What follows belongs to an exercise in optimizing a design on an open flow for small area and a short achievable clock period; a production flow would make more cautious choices. Where RTL was checked, it was by simulation tests only, not by an equivalence proof against the original.

== north ==
## mode_switch_pipe
module mode_switch_pipe #(
    parameter int WIDTH    = 12,
    parameter int LANES    = 4,
    parameter int Q        = 3329,
    parameter int MULT_LAT = 3
) (
    input  logic                   clk,
    input  logic                   rst_n,
    input  logic                   in_valid,
    output logic                   in_ready,
    input  logic [LANES*WIDTH-1:0] in_data,
    input  logic [LANES*WIDTH-1:0] in_tw,
    input  logic                   bf_valid,
    input  logic [LANES*WIDTH-1:0] bf_data,
    input  logic [LANES*WIDTH-1:0] bf_tw,
    output logic                   fwd_valid,
    output logic [LANES*WIDTH-1:0] fwd_data,
    output logic                   ret_valid,
    output logic [LANES*WIDTH-1:0] ret_data,
    input  logic                   mode_req,
    input  logic                   mode_in,
    output logic                   mode,
    output logic                   mode_ack
);
export LEC_CHECK = 0
export CAP_MARGIN = 20
export CORE_MARGIN = 2
export CORE_UTILIZATION = 65
export CTS_CLUSTER_DIAMETER = 150
export CTS_CLUSTER_SIZE = 20
export SLEW_MARGIN = 20
create_clock -name core_clock -period 25.0 [get_ports {clk}]
standard.sh (not shown) runs the stock make flow with config.mk's settings and CLKGATE_MAP_FILE= SYNTH_SCRIPT=/design/flow/synth_recipe.tcl, a recipe that flattens the netlist after the stock synthesis.
==> flow/flow/run.sh <==
#!/bin/bash
# Standard ORFS layout (the standard.sh, standard synthesis) with small port buffers, and
# setup repair aimed well below the 25 ns clock so the resizer works on the real critical paths.
set -euo pipefail
export BUFFER_PORTS_ARGS="-buffer_cell sky130_fd_sc_hd__buf_1"
export SETUP_SLACK_MARGIN=18.65
export CTS_ARGS="-sink_clustering_enable -repair_clock_nets -sink_clustering_size 20 -sink_clustering_max_diameter 150 -dont_use_dummy_load"
bash standard.sh > flow_standard.log 2>&1
### north -> south
diff --git a/flow/flow/run.sh b/flow/flow/run.sh
--- a/flow/flow/run.sh
+++ b/flow/flow/run.sh
@@ -4,5 +4,5 @@
 set -euo pipefail
 export BUFFER_PORTS_ARGS="-buffer_cell sky130_fd_sc_hd__buf_1"
-export SETUP_SLACK_MARGIN=18.65
+export SETUP_SLACK_MARGIN=18.8
 export CTS_ARGS="-sink_clustering_enable -repair_clock_nets -sink_clustering_size 20 -sink_clustering_max_diameter 150 -dont_use_dummy_load"
 bash standard.sh > flow_standard.log 2>&1
Results
- On design area, north beats south.
- south vs. north: post-route fraction of the period consumed by the critical path flat.
- Taking north as the reference, in south overall routed net length up 2200 microns.
- The core of south is more densely filled than that of north.
No run of this note included a check of the RTL's function; only the layout flow was run.

* * *

mode_switch_pipe, a different RTL version from the one above (not shown whole).
Size in the first run: about 3,900 cells after synthesis, ~400 flip-flops, about 300 I/O pins.
export LEC_CHECK = 0
export CAP_MARGIN = 20
export CORE_MARGIN = 2
export CORE_UTILIZATION = 65
export CTS_CLUSTER_DIAMETER = 150
export CTS_CLUSTER_SIZE = 20
export SLEW_MARGIN = 20
create_clock -name core_clock -period 25.0 [get_ports {clk}]
==> flow/flow/run.sh <==
#!/bin/bash
# Standard ORFS layout (the standard.sh, standard synthesis) with small port buffers, and
# setup repair aimed well below the 25 ns clock so the resizer works on the real critical paths.
set -euo pipefail
export BUFFER_PORTS_ARGS="-buffer_cell sky130_fd_sc_hd__buf_1"
export SETUP_SLACK_MARGIN=18.8
export CTS_ARGS="-sink_clustering_enable -repair_clock_nets -sink_clustering_size 20 -sink_clustering_max_diameter 150 -dont_use_dummy_load"
bash standard.sh > flow_standard.log 2>&1
Edit:
--- a/flow/flow/run.sh
+++ b/flow/flow/run.sh
@@ -4,5 +4,5 @@
 set -euo pipefail
 export BUFFER_PORTS_ARGS="-buffer_cell sky130_fd_sc_hd__buf_1"
-export SETUP_SLACK_MARGIN=18.8
+export SETUP_SLACK_MARGIN=18.65
 export CTS_ARGS="-sink_clustering_enable -repair_clock_nets -sink_clustering_size 20 -sink_clustering_max_diameter 150 -dont_use_dummy_load"
 bash standard.sh > flow_standard.log 2>&1
What happened: Flip-flop and latch count is unchanged; core utilization is lower by 0.74 points; non-clock buffer count is lower by 19; worst hold slack gets better by 3.4 ps; synthesized cell count does not change.
No run of this note included a check of the RTL's function; only the layout flow was run.

* * *

Another version of the RTL of mode_switch_pipe (not shown whole).
For scale: roughly 390 flip-flops, roughly 300 I/O pins.
==> flow/config.mk <==
export PLATFORM = sky130hd
export DESIGN_NAME = mode_switch_pipe
export DESIGN_NICKNAME = mode_switch_pipe
export VERILOG_FILES = /design/flow/design.v
export SDC_FILE = /design/flow/constraint.sdc
export NUM_CORES = 4
export LEC_CHECK = 0
export CAP_MARGIN = 20
export CORE_MARGIN = 2
export CORE_UTILIZATION = 65
export CTS_BUF_LIST = sky130_fd_sc_hd__clkbuf_4
export SLEW_MARGIN = 20
==> flow/constraint.sdc <==
create_clock -name core_clock -period 25.0 [get_ports {clk}]
set_input_delay 5.0000 -clock core_clock [delete_from_list [all_inputs] [get_ports {clk}]]
set_output_delay 5.0000 -clock core_clock [all_outputs]
set_load 0.01 [all_outputs]
run.sh (not shown) runs the stock make flow with config.mk's settings and CLKGATE_MAP_FILE= SYNTH_SCRIPT=/design/flow/synth_recipe.tcl, a recipe that flattens the netlist after the stock synthesis.
Stock flow here: none of the scripts above is used.
The first run passed the timing, design-rule and antenna checks.
==> next run, changes <==
--- a/flow/config.mk
+++ b/flow/config.mk
@@ -10,2 +10 @@
-export CORE_UTILIZATION = 65
-export CTS_BUF_LIST = sky130_fd_sc_hd__clkbuf_4
+export CORE_UTILIZATION = 40
After rerunning: The changed run produced a clean layout; die area increases by 61%; sequential cell count is unchanged; worst setup slack degrades by 0.072 ns; first-iteration DRC count fell by 26%; fmax is lower by 1.0%; non-clock buffer count drops by 1; design area is higher by 1.8%.
==> next run, changes <==
==> flow/flow/run.sh (new file) <==
#!/bin/bash
# Standard ORFS layout (the standard.sh, standard synthesis), with small port buffers.
set -euo pipefail
export BUFFER_PORTS_ARGS="-buffer_cell sky130_fd_sc_hd__buf_1"
# optimise setup timing well beyond the 25 ns clock (target about 6.5 ns)
export SETUP_SLACK_MARGIN=18.5
bash standard.sh > flow_standard.log 2>&1
==> flow/standard.sh (new file) <==
#!/bin/bash
# synth_recipe.tcl (not shown) runs the flow's synth.tcl, then flattens the netlist and writes it again
# the make line also repeats each setting of config.mk as NAME=value (left out here)
make -C /OpenROAD-flow-scripts/flow DESIGN_CONFIG=/design/flow/config.mk WORK_HOME=/design/flow/orfs CLKGATE_MAP_FILE= SYNTH_SCRIPT=/design/flow/synth_recipe.tcl "${@:-finish}"
--- a/flow/config.mk
+++ b/flow/config.mk
@@ -10 +10,2 @@
-export CORE_UTILIZATION = 40
+export CORE_UTILIZATION = 65
+export CTS_BUF_LIST = sky130_fd_sc_hd__clkbuf_4
removed: flow/run.sh
What happened: Wire length came out lower by a few percent; global-route usage is higher by 10 points; worst setup slack gains 0.62 ns; synthesized area is unchanged; core utilization increases by 26 points; die area fell by well over a third; clock skew climbs by 0.064 ns; design area drops by a few percent; fmax climbs by roughly a tenth.
==> next run, changes <==
--- a/flow/flow/run.sh
+++ b/flow/flow/run.sh
@@ -5,2 +4,0 @@
-# optimise setup timing well beyond the 25 ns clock (target about 6.5 ns)
-export SETUP_SLACK_MARGIN=18.5
Wire length fell by 1.4%; count of clock-buffer cells in the layout stays the same; fmax fell by 8.7%; cell count hardly moves.

* * *

Another version of the RTL of mode_switch_pipe (not shown whole).
For scale: ~300 I/O pins, roughly 37,000 um^2 of cells after synthesis.
Design mode_switch_pipe, start of the top module:
module mode_switch_pipe #(
    parameter int WIDTH    = 12,
    parameter int LANES    = 4,
    parameter int Q        = 3329,
    parameter int MULT_LAT = 3
) (
    input  logic                   clk,
    input  logic                   rst_n,
    input  logic                   in_valid,
    output logic                   in_ready,
    input  logic [LANES*WIDTH-1:0] in_data,
    input  logic [LANES*WIDTH-1:0] in_tw,
    input  logic                   bf_valid,
    input  logic [LANES*WIDTH-1:0] bf_data,
    input  logic [LANES*WIDTH-1:0] bf_tw,
    output logic                   fwd_valid,
    output logic [LANES*WIDTH-1:0] fwd_data,
    output logic                   ret_valid,
    output logic [LANES*WIDTH-1:0] ret_data,
    input  logic                   mode_req,
    input  logic                   mode_in,
    output logic                   mode,
    output logic                   mode_ack
);
Settings: LEC_CHECK=0, CAP_MARGIN=20, CORE_MARGIN=2, CORE_UTILIZATION=72, SLEW_MARGIN=20; clock period 25.0 ns.
standard.sh (not shown) runs the stock make flow with config.mk's settings and CLKGATE_MAP_FILE= SYNTH_SCRIPT=/design/flow/synth_recipe.tcl, a recipe that flattens the netlist after the stock synthesis.
==> flow/flow/run.sh <==
#!/bin/bash
# Standard ORFS layout (the standard.sh, standard synthesis) with small port buffers, and
# setup repair aimed well below the 25 ns clock so the resizer works on the real critical paths.
set -euo pipefail
export BUFFER_PORTS_ARGS="-buffer_cell sky130_fd_sc_hd__buf_1"
export SETUP_SLACK_MARGIN=18.8
export CTS_ARGS="-sink_clustering_enable -repair_clock_nets -sink_clustering_size 20 -sink_clustering_max_diameter 150 -dont_use_dummy_load"
bash standard.sh > flow_standard.log 2>&1
Change:
--- a/flow/flow/run.sh
+++ b/flow/flow/run.sh
@@ -5,3 +5,3 @@
 export BUFFER_PORTS_ARGS="-buffer_cell sky130_fd_sc_hd__buf_1"
-export SETUP_SLACK_MARGIN=18.8
+export SETUP_SLACK_MARGIN=18.95
 export CTS_ARGS="-sink_clustering_enable -repair_clock_nets -sink_clustering_size 20 -sink_clustering_max_diameter 150 -dont_use_dummy_load"
- CORE_UTILIZATION: 72 -> 65
- CTS_CLUSTER_DIAMETER: not set -> 150
- CTS_CLUSTER_SIZE: not set -> 20
The changed run produced a clean layout. Critical path depth stays the same. Setup slack gets worse by 24 ps. Routed wire length grows slightly. Hold slack gets better by 7.6 ps. Die area grows by roughly a tenth.

* * *

## build 65
mode_switch_pipe, a different RTL version from the one above (not shown whole).
For scale: about 400 flip-flops, roughly 0.038 mm² of cells after synthesis.
==> flow/config.mk <==
export PLATFORM = sky130hd
export DESIGN_NAME = mode_switch_pipe
export DESIGN_NICKNAME = mode_switch_pipe
export VERILOG_FILES = /design/flow/design.v
export SDC_FILE = /design/flow/constraint.sdc
export NUM_CORES = 4
export LEC_CHECK = 0
export CAP_MARGIN = 20
export CORE_MARGIN = 2
export CORE_UTILIZATION = 65
export SLEW_MARGIN = 20
==> flow/constraint.sdc <==
create_clock -name core_clock -period 25.0 [get_ports {clk}]
set_input_delay 5.0000 -clock core_clock [delete_from_list [all_inputs] [get_ports {clk}]]
set_output_delay 5.0000 -clock core_clock [all_outputs]
set_load 0.01 [all_outputs]
==> flow/flow/run.sh <==
#!/bin/bash
# Standard ORFS layout (the standard.sh, standard synthesis) with small port buffers, and
# setup repair aimed well below the 25 ns clock so the resizer works on the real critical paths.
set -euo pipefail
export BUFFER_PORTS_ARGS="-buffer_cell sky130_fd_sc_hd__buf_1"
export SETUP_SLACK_MARGIN=18.8
bash standard.sh > flow_standard.log 2>&1
Build 65 reached the final stage; the timing, design-rule and antenna checks on its layout passed.
Input changes introduced in build 42 (baseline for comparison: build 65):
# build 65
export LEC_CHECK = 0
export CAP_MARGIN = 20
export CORE_MARGIN = 2
export CORE_UTILIZATION = 65
export SLEW_MARGIN = 20
create_clock -name core_clock -period 25.0 [get_ports {clk}]
# build 42
export LEC_CHECK = 0
export CAP_MARGIN = 20
export CORE_MARGIN = 2
export CORE_UTILIZATION = 65
export CTS_CLUSTER_DIAMETER = 200
export CTS_CLUSTER_SIZE = 30
export SLEW_MARGIN = 20
create_clock -name core_clock -period 25.0 [get_ports {clk}]
Findings:
- Going from build 65 to build 42, final-layout worst hold slack now smaller; cell area lost 0.0011 mm²; vias after detailed routing saw a decrease.
- Build 42 vs build 65: number of fill cells in the layout up
- Changes observed in build 42 relative to build 65: H-tree depth reported by CTS fell by 1; overall fraction of global-route tracks in use shrank by 0.76 points; worst setup slack rose by 32 ps.
Edits applied to the flow inputs when going from build 42 to build 77:
# build 42
export LEC_CHECK = 0
export CAP_MARGIN = 20
export CORE_MARGIN = 2
export CORE_UTILIZATION = 65
export CTS_CLUSTER_DIAMETER = 200
export CTS_CLUSTER_SIZE = 30
export SLEW_MARGIN = 20
create_clock -name core_clock -period 25.0 [get_ports {clk}]
# build 77
export LEC_CHECK = 0
export CAP_MARGIN = 20
export CORE_MARGIN = 2
export CORE_UTILIZATION = 65
export SLEW_MARGIN = 20
create_clock -name core_clock -period 25.0 [get_ports {clk}]
-- flow/flow/run.sh --
<<< build 42, line 4
set -euo pipefail
export BUFFER_PORTS_ARGS="-buffer_cell sky130_fd_sc_hd__buf_1"
export SETUP_SLACK_MARGIN=18.8
bash standard.sh > flow_standard.log 2>&1
>>> build 77, line 4
set -euo pipefail
export BUFFER_PORTS_ARGS="-buffer_cell sky130_fd_sc_hd__buf_1"
export SETUP_SLACK_MARGIN=18.3
bash standard.sh > flow_standard.log 2>&1
Re global-route wire length before repair: build 42 and build 77 aren't equal, and the lower value belongs to build 42. Going from build 42 to build 77, number of buffers other than clock buffers in the final layout shrinks by 36. Build 77 vs build 42, area growth from synthesis to final layout went up by 1.1 points. Build 42 ended up with ready_r as its origin of the worst setup path; build 77 ended up with prod1[36]. Summary of build 77 over build 42: synthesized cell count was more or less identical; number of levels in the clock H-tree went up by 1; number of nets still failing antenna checks after routing was more or less identical. Changes observed in build 77 relative to build 42: buffers plus inverters on the worst setup path now sits higher, total met3 wirelength after detailed routing now sits higher, clock-pin slew on the worst setup and hold paths now sits lower. Any difference in multi-input logic cell count between build 42 and build 77 is small enough to ignore.

* * *

rev 12:
Starting RTL as in the previous note.
export LEC_CHECK = 0
export CAP_MARGIN = 20
export CORE_MARGIN = 2
export CORE_UTILIZATION = 65
export CTS_CLUSTER_DIAMETER = 200
export CTS_CLUSTER_SIZE = 30
export SLEW_MARGIN = 20
create_clock -name core_clock -period 25.0 [get_ports {clk}]
==> flow/flow/run.sh <==
#!/bin/bash
# Standard ORFS layout (the standard.sh, standard synthesis) with small port buffers, and
# setup repair aimed well below the 25 ns clock so the resizer works on the real critical paths.
set -euo pipefail
export BUFFER_PORTS_ARGS="-buffer_cell sky130_fd_sc_hd__buf_1"
export SETUP_SLACK_MARGIN=18.8
export CTS_ARGS="-sink_clustering_enable -repair_clock_nets -sink_clustering_size 30 -sink_clustering_max_diameter 200 -dont_use_dummy_load"
bash standard.sh > flow_standard.log 2>&1
Having completed the whole flow, rev 12 delivered a layout that passed the timing, design-rule and antenna checks.
[inputs] rev 13 vs rev 12
- CTS_CLUSTER_DIAMETER: 200 -> 150
- CTS_CLUSTER_SIZE: 30 -> 20
--- a/flow/flow/run.sh
+++ b/flow/flow/run.sh
@@ -6,3 +6,3 @@
 export SETUP_SLACK_MARGIN=18.8
-export CTS_ARGS="-sink_clustering_enable -repair_clock_nets -sink_clustering_size 30 -sink_clustering_max_diameter 200 -dont_use_dummy_load"
+export CTS_ARGS="-sink_clustering_enable -repair_clock_nets -sink_clustering_size 20 -sink_clustering_max_diameter 150 -dont_use_dummy_load"
 bash standard.sh > flow_standard.log 2>&1
--- outcome ---
- The final layout from rev 13, which completed every stage, passed the timing, design-rule and antenna checks at the end of the flow.
- When rev 13 is set beside rev 12, its maximum clock frequency turns out to be about 0.46% smaller.
- Rev 13 and rev 12 ended up with roughly the same period utilization.
- [rev 13] area overhead of the layout relative to synthesis rose 0.46 points relative to rev 12
- Rev 13 vs rev 12 on met3 wirelength from detailed routing: rev 13 is the higher one.

-- static timing again, ports no longer ideal --
In the flow no input, the clock included, has a driving cell. The finished layouts below were timed again as built, in two steps.
Step 1 (the two cells are an assumption about what drives the block):
set clk [get_ports {clk}]
set_driving_cell -lib_cell sky130_fd_sc_hd__clkbuf_16 $clk
set_driving_cell -lib_cell sky130_fd_sc_hd__buf_2 [delete_from_list [all_inputs] $clk]
Step 2 times the ports against the registers' clock, not the clock port: input delays grow and output delays shrink by t, the midpoint of the rising clock arrivals with the driver on.
Slacks: ideal ports / drivers / drivers and shift; pairs: ideal ports / drivers.
| run | shift t [ns] | setup WS [ns] | worst setup path at the end | cell pins on the clock port's net |
|---|---|---|---|---|
| north | 0.620 | 18.697 / 18.688 / 18.697 | register to register | 1 |
| south | 0.621 | 18.663 / 18.663 / 18.663 | register to register | 1 |
| the first run of note 2 | 0.621 | 18.742 / 18.682 / 18.952 | register to register | 1 |
| the second run of note 2 | 0.633 | 18.684 / 18.618 / 18.877 | register to register | 1 |
| the first run of note 3 | 0.912 | 17.876 / 17.876 / 17.876 | register to register | 1 |
| the second run of note 3 | 0.674 | 17.804 / 17.743 / 17.804 | register to register | 1 |
| the third run of note 3 | 0.887 | 18.423 / 18.361 / 18.820 | register to register | 1 |
| the fourth run of note 3 | 0.892 | 17.798 / 17.798 / 17.798 | register to register | 1 |
| the first run of note 4 | 0.627 | 18.781 / 18.715 / 18.937 | register to register | 1 |
| the second run of note 4 | 0.629 | 18.757 / 18.692 / 19.003 | register to register | 1 |
| build 65 | 0.644 | 18.780 / 18.715 / 18.939 | register to register | 1 |
| build 42 | 0.609 | 18.812 / 18.747 / 18.978 | register to register | 1 |
| build 77 | 0.643 | 18.556 / 18.556 / 18.556 | register to register | 1 |
| rev 12 | 0.595 | 18.814 / 18.748 / 18.979 | register to register | 1 |
| rev 13 | 0.631 | 18.785 / 18.722 / 18.982 | register to register | 1 |
After both steps every run listed still meets setup and hold.
